This design comes from an exercise in tuning for small area and few clock cycles on the open sky130 flow, not from production work.
In this exercise RTL edits were held to simulation tests only and were not proved equivalent to the original.
Power and IR drop assume default switching activity.

==> flow/design.v <==
`default_nettype none
module grapheme_cluster_segmenter (
    input  wire logic        clk,
    input  wire logic        rst_n,
    input  wire logic        cfg_write_en,
    input  wire logic        cfg_write_data,
    input  wire logic        in_valid,
    output logic             in_stall,
    input  wire logic [5:0]  lb_class,
    input  wire logic [1:0]  width_class,
    input  wire logic [3:0]  gb_class,
    input  wire logic        is_thai,
    input  wire logic        end_of_text,
    output logic             out_valid,
    input  wire logic        out_stall,
    output logic [15:0]      cluster_start,
    output logic [15:0]      cluster_length,
    output logic [16:0]      cluster_columns,
    output logic [5:0]       cluster_break_class,
    output logic             text_done,
    output logic             last_of_run
);
    localparam int unsigned KL = 2;    
    localparam int unsigned KC = 2;    
    localparam logic [2:0] ST_NONE = 3'd0;
    localparam logic [2:0] ST_CR   = 3'd1;
    localparam logic [2:0] ST_RUN  = 3'd2;
    localparam logic [2:0] ST_GEN  = 3'd3;
    localparam logic [2:0] ST_L    = 3'd4;
    localparam logic [2:0] ST_V    = 3'd5;
    localparam logic [2:0] ST_T    = 3'd6;
    localparam logic [2:0] ST_PRE  = 3'd7;
    logic        thai_reg;
    logic [2:0]  s_st;
    logic        s_pend;
    logic [KL-1:0] s_len;
    logic [KC-1:0] s_tot;
    logic [15:KL]  u_len;
    logic [16:KC]  u_tot;
    logic [1:0]  s_base;     
    logic [5:0]  s_cls;
    logic        o_valid;
    logic [15:0] o_start;
    logic [KL-1:0] o_len;
    logic [KC-1:0] o_cols;
    logic [5:0]  o_cls;
    logic        o_done;
    logic        o_last;
    function automatic logic [2:0] gen_state(input logic [3:0] gb);
        if (gb == 4'd7)
            gen_state = ST_L;
        else if (gb == 4'd8 || gb == 4'd10)
            gen_state = ST_V;
        else if (gb == 4'd9 || gb == 4'd11)
            gen_state = ST_T;
        else if (gb == 4'd6)
            gen_state = ST_PRE;
        else
            gen_state = ST_GEN;
    endfunction
    logic [1:0] cols;
    logic       g_cr, g_lf, g_ctrl, g_ext, g_l, g_v, g_t, g_lv, g_lvt;
    logic       l_bknl, l_run;
    logic [5:0] c_cls;
    assign cols   = {width_class == 2'd2, width_class[0]};
    assign g_cr   = gb_class == 4'd1;
    assign g_lf   = gb_class == 4'd2;
    assign g_ctrl = gb_class == 4'd3;
    assign g_ext  = gb_class == 4'd4 || gb_class == 4'd5;
    assign g_l    = gb_class == 4'd7;
    assign g_v    = gb_class == 4'd8;
    assign g_t    = gb_class == 4'd9;
    assign g_lv   = gb_class == 4'd10;
    assign g_lvt  = gb_class == 4'd11;
    assign l_bknl = lb_class == 6'd0 || lb_class == 6'd1;
    assign l_run  = lb_class == 6'd2 || lb_class == 6'd3 || lb_class == 6'd4;
    assign c_cls  = (lb_class == 6'd5 && !(thai_reg && is_thai)) ? (g_ext ? 6'd6 : 6'd7) : lb_class;
    logic is_open, cap_ok, in_gen, hj, j_cr, j_run, j_gen, j_pre, joined;
    assign is_open = s_st != ST_NONE;
    assign cap_ok  = o_valid || ~&{u_len, s_len};
    assign in_gen  = s_st[2] || s_st == ST_GEN;
    assign hj      = (s_st == ST_L && (g_l || g_v || g_lv || g_lvt))
                  || (s_st == ST_V && (g_v || g_t))
                  || (s_st == ST_T && g_t);
    assign j_cr    = s_st == ST_CR && g_lf;
    assign j_run   = s_st == ST_RUN && lb_class[5:3] == 3'd0 && lb_class[2:0] == s_cls[2:0];
    assign j_gen   = in_gen && !(g_ctrl || g_cr || g_lf) && (hj || g_ext || s_st == ST_PRE);
    assign j_pre   = !hj && !g_ext;
    assign joined  = cap_ok && (j_cr || j_run || j_gen);
    logic o_free, take, accept, fresh, n_close, from_s, grow;
    assign o_free   = !o_valid || !out_stall;
    assign take     = o_valid && !out_stall;
    assign in_stall = joined ? (o_valid && grow) : ((is_open || s_pend) && !o_free);
    assign accept   = in_valid && !in_stall;
    assign fresh    = accept && !joined;
    assign n_close  = l_bknl || g_lf || end_of_text || (g_ctrl && !l_run);
    assign from_s   = o_free && (s_pend || (fresh && is_open));
    logic [1:0]  add;
    logic [15:0] start_sum, len_inc;
    logic [16:0] start_c, len_c;
    logic [16:0] tot_sum;
    logic [17:0] tot_c;
    always_comb
    begin
        start_c[0] = 1'b0;
        len_c[0]   = 1'b1;
        for (int i = 0; i < 16; i++)
        begin
            start_sum[i] = o_start[i] ^ cluster_length[i] ^ start_c[i];
            start_c[i+1] = (o_start[i] & cluster_length[i]) | (start_c[i] & (o_start[i] ^ cluster_length[i]));
            len_inc[i]   = ((i < KL) ? s_len[i % KL] : u_len[i]) ^ len_c[i];
            len_c[i+1]   = ((i < KL) ? s_len[i % KL] : u_len[i]) & len_c[i];
        end
        tot_sum[0] = s_tot[0] ^ add[0];
        tot_c[1]   = s_tot[0] & add[0];
        tot_sum[1] = s_tot[1] ^ add[1] ^ tot_c[1];
        tot_c[2]   = (s_tot[1] & add[1]) | (tot_c[1] & (s_tot[1] ^ add[1]));
        for (int i = 2; i < 17; i++)
        begin
            tot_sum[i] = ((i < KC) ? s_tot[i % KC] : u_tot[i]) ^ tot_c[i];
            tot_c[i+1] = ((i < KC) ? s_tot[i % KC] : u_tot[i]) & tot_c[i];
        end
    end
    assign grow = len_c[KL] || tot_c[KC];
    logic [15:0] x_len;
    logic [16:0] x_tot;
    logic [1:0]  x_base;
    logic [5:0]  x_cls;
    logic [2:0]  x_st;
    logic        x_close;
    always_comb
    begin
        if (j_cr)
            add = 2'd0;
        else if (hj)
            add = 2'd2 - s_base;
        else
            add = cols;
        x_len = fresh ? 16'd1 : len_inc;
        x_tot = fresh ? {15'd0, cols} : tot_sum;
        x_cls = (fresh || (j_gen && j_pre)) ? c_cls : s_cls;
        if (fresh || (j_gen && j_pre))
            x_base = cols;
        else if (hj)
            x_base = 2'd2;
        else
            x_base = s_base;
        if (fresh)
        begin
            if (g_cr)
                x_st = ST_CR;
            else if (l_run)
                x_st = ST_RUN;
            else
                x_st = gen_state(gb_class);
        end
        else if (j_gen && (hj || !g_ext))
            x_st = gen_state(gb_class);
        else
            x_st = s_st;
        x_close = fresh ? n_close : (j_cr || end_of_text);
    end
    always_ff @(posedge clk or negedge rst_n)
    begin
        if (!rst_n)
            thai_reg <= 1'b0;
        else if (cfg_write_en)
            thai_reg <= cfg_write_data;
    end
    always_ff @(posedge clk or negedge rst_n)
    begin
        if (!rst_n)
        begin
            s_st   <= ST_NONE;
            s_pend <= 1'b0;
        end
        else if (accept)
        begin
            s_st   <= x_close ? ST_NONE : x_st;
            s_pend <= x_close;
        end
        else if (from_s)
            s_pend <= 1'b0;
    end
    always_ff @(posedge clk)
    begin
        if (take || (!o_valid && accept && !from_s))
        begin
            u_len <= take ? '0 : x_len[15:KL];
            u_tot <= take ? '0 : x_tot[16:KC];
        end
    end
    always_ff @(posedge clk)
    begin
        if (accept)
        begin
            s_len  <= x_len[KL-1:0];
            s_tot  <= x_tot[KC-1:0];
            s_base <= x_close ? {1'b0, end_of_text} : x_base;
            s_cls  <= x_cls;
        end
    end
    logic o_first;
    always_ff @(posedge clk or negedge rst_n)
    begin
        if (!rst_n)
        begin
            o_valid <= 1'b0;
            o_first <= 1'b1;
            o_done  <= 1'b1;
        end
        else
        begin
            if (o_free)
                o_valid <= from_s;
            o_first <= 1'b0;
            if (from_s)
                o_done <= s_pend && s_base[0];
        end
    end
    always_ff @(posedge clk)
    begin
        if (take || o_first)
            o_start <= o_done ? 16'd0 : start_sum;
    end
    always_ff @(posedge clk)
    begin
        if (from_s)
        begin
            o_len   <= s_len;
            o_cols  <= s_tot;
            o_cls   <= s_cls;
            o_last  <= s_pend || !n_close;
        end
    end
    assign out_valid           = o_valid;
    assign cluster_start       = o_start;
    assign cluster_length      = {u_len, o_len};
    assign cluster_columns     = {u_tot, o_cols};
    assign cluster_break_class = o_cls;
    assign text_done           = o_done;
    assign last_of_run         = o_last;
endmodule
`default_nettype wire
==> flow/config.mk <==
export PLATFORM = sky130hd
export DESIGN_NAME = grapheme_cluster_segmenter
export DESIGN_NICKNAME = grapheme_cluster_segmenter
export VERILOG_FILES = /design/flow/design.v
export SDC_FILE = /design/flow/constraint.sdc
export NUM_CORES = 4
export LEC_CHECK = 0
export CAP_MARGIN = 20
export CORE_MARGIN = 2
export CORE_UTILIZATION = 75
export PLACE_DENSITY = 0.8
export SLEW_MARGIN = 20
export BUFFER_PORTS_ARGS = -buffer_cell sky130_fd_sc_hd__buf_1
export CTS_ARGS = -sink_clustering_enable -repair_clock_nets -dont_use_dummy_load -buf_list {sky130_fd_sc_hd__clkbuf_4 sky130_fd_sc_hd__clkbuf_8} -sink_clustering_size 30 -sink_clustering_max_diameter 120
==> flow/constraint.sdc <==
create_clock -name core_clock -period 12.0 [get_ports {clk}]
set_input_delay 2.4000 -clock core_clock [delete_from_list [all_inputs] [get_ports {clk}]]
set_output_delay 2.4000 -clock core_clock [all_outputs]
set_load 0.01 [all_outputs]
standard.sh (not shown) runs the stock make flow with config.mk's settings and CLKGATE_MAP_FILE= SYNTH_SCRIPT=/design/flow/synth_recipe.tcl, a recipe that flattens the netlist after the stock synthesis.
==> flow/flow/run.sh <==
#!/bin/bash
# The standard layout, with the smallest buffer on the ports instead of clkdlybuf4s50_1,
# and a clock tree of small buffers without dummy loads.
set -euo pipefail
cat >> config.mk <<'EOC'
export BUFFER_PORTS_ARGS = -buffer_cell sky130_fd_sc_hd__buf_1
export CTS_ARGS = -sink_clustering_enable -repair_clock_nets -dont_use_dummy_load -buf_list {sky130_fd_sc_hd__clkbuf_4 sky130_fd_sc_hd__clkbuf_8} -sink_clustering_size 30 -sink_clustering_max_diameter 120
EOC
bash standard.sh finish > standard_flow.log 2>&1
Testbench counts at the start, summed over its fixed seeds: cycles 52,865.
Edit:
--- a/flow/flow/run.sh
+++ b/flow/flow/run.sh
@@ -7 +7 @@
-export CTS_ARGS = -sink_clustering_enable -repair_clock_nets -dont_use_dummy_load -buf_list {sky130_fd_sc_hd__clkbuf_4 sky130_fd_sc_hd__clkbuf_8} -sink_clustering_size 30 -sink_clustering_max_diameter 120
+export CTS_ARGS = -sink_clustering_enable -repair_clock_nets -dont_use_dummy_load -buf_list {sky130_fd_sc_hd__clkbuf_4 sky130_fd_sc_hd__clkbuf_8} -sink_clustering_size 16 -sink_clustering_max_diameter 60
Settings changed: CORE_UTILIZATION 75 to 70, CTS_ARGS -sink_clustering_enable -repair_clock_nets -dont_use_dummy_load -buf_list {sky130_fd_sc_hd__clkbuf_4 sky130_fd_sc_hd__clkbuf_8} -sink_clustering_size 30 -sink_clustering_max_diameter 120 to -sink_clustering_enable -repair_clock_nets -dont_use_dummy_load -buf_list {sky130_fd_sc_hd__clkbuf_4 sky130_fd_sc_hd__clkbuf_8} -sink_clustering_size 16 -sink_clustering_max_diameter 60, PLACE_DENSITY 0.8 to 0.75.
Outcome: Setup slack improved by 0.19 ns. Synthesized cell count does not change. Synthesized area stays the same. Wire length falls by 18%. Core utilization went down by 6.0 points. Flip-flop and latch count is unchanged. Via count drops by 7.8%. First-iteration DRC count drops by 57%. Die area rises by 6.8%.
Edit:
--- a/flow/flow/run.sh
+++ b/flow/flow/run.sh
@@ -7 +7 @@
-export CTS_ARGS = -sink_clustering_enable -repair_clock_nets -dont_use_dummy_load -buf_list {sky130_fd_sc_hd__clkbuf_4 sky130_fd_sc_hd__clkbuf_8} -sink_clustering_size 16 -sink_clustering_max_diameter 60
+export CTS_ARGS = -sink_clustering_enable -repair_clock_nets -dont_use_dummy_load -root_buf sky130_fd_sc_hd__clkbuf_16 -buf_list sky130_fd_sc_hd__clkbuf_16 -sink_clustering_size 40 -sink_clustering_max_diameter 300 -sink_clustering_levels 1
Settings changed: CTS_ARGS -sink_clustering_enable -repair_clock_nets -dont_use_dummy_load -buf_list {sky130_fd_sc_hd__clkbuf_4 sky130_fd_sc_hd__clkbuf_8} -sink_clustering_size 16 -sink_clustering_max_diameter 60 to -sink_clustering_enable -repair_clock_nets -dont_use_dummy_load -root_buf sky130_fd_sc_hd__clkbuf_16 -buf_list sky130_fd_sc_hd__clkbuf_16 -sink_clustering_size 40 -sink_clustering_max_diameter 300 -sink_clustering_levels 1.
Result:
- The changed run ran to the end with no violations
- area after synthesis does not change
- core utilization grows by 1.7 points
- sequential cell count is unchanged
- total power grows by 7.8%
- wire length grows by 6.8%
- clock skew shrinks by 0.0085 ns
- setup slack gets worse by 0.013 ns
- global-route usage grows by 1.6 points
- register-to-register slack gets worse by 0.06 ns
- critical path depth is unchanged
Edit:
--- a/flow/flow/run.sh
+++ b/flow/flow/run.sh
@@ -7 +7 @@
-export CTS_ARGS = -sink_clustering_enable -repair_clock_nets -dont_use_dummy_load -root_buf sky130_fd_sc_hd__clkbuf_16 -buf_list sky130_fd_sc_hd__clkbuf_16 -sink_clustering_size 40 -sink_clustering_max_diameter 300 -sink_clustering_levels 1
+export CTS_ARGS = -repair_clock_nets -dont_use_dummy_load -root_buf sky130_fd_sc_hd__clkbuf_16 -buf_list sky130_fd_sc_hd__clkbuf_16
Settings changed: CTS_ARGS -sink_clustering_enable -repair_clock_nets -dont_use_dummy_load -root_buf sky130_fd_sc_hd__clkbuf_16 -buf_list sky130_fd_sc_hd__clkbuf_16 -sink_clustering_size 40 -sink_clustering_max_diameter 300 -sink_clustering_levels 1 to -repair_clock_nets -dont_use_dummy_load -root_buf sky130_fd_sc_hd__clkbuf_16 -buf_list sky130_fd_sc_hd__clkbuf_16.
What happened:
- global-route usage is unchanged
- core utilization stays the same
- sequential cell count stays the same
- via count does not change
- worst setup slack does not change
- register-to-register slack barely changes
- area after synthesis is unchanged
- cell area is unchanged
- total power is unchanged
- die area is unchanged
- non-clock buffer count does not change

-- port drivers added, routing unchanged --
How much do the figures lean on ideal ports? The routed layouts below were timed once more, with nothing changed but the port constraints. Step 1 (the two cells are an assumption about what drives the block):
set clk [get_ports {clk}]
set_driving_cell -lib_cell sky130_fd_sc_hd__clkbuf_16 $clk
set_driving_cell -lib_cell sky130_fd_sc_hd__buf_2 [delete_from_list [all_inputs] $clk]
Step 2 moves the port delays by t, midway between the first and last clock arrival at a register: inputs arrive t later, outputs are due t later. That takes back most of the time a late clock gives input paths. Three values: ideal ports, drivers, drivers and shift; two values: the first two.
run | t (ns) | setup slack, ns | pins driven straight from the clock port
the first run | 0.372 | 4.436 / 4.414 / 4.288 | 1
the second run | 0.361 | 4.629 / 4.606 / 4.418 | 1
the third run | 0.357 | 4.617 / 4.594 / 4.374 | 1
the fourth run | 0.357 | 4.617 / 4.594 / 4.374 | 1
After both steps every run listed still meets setup and hold.
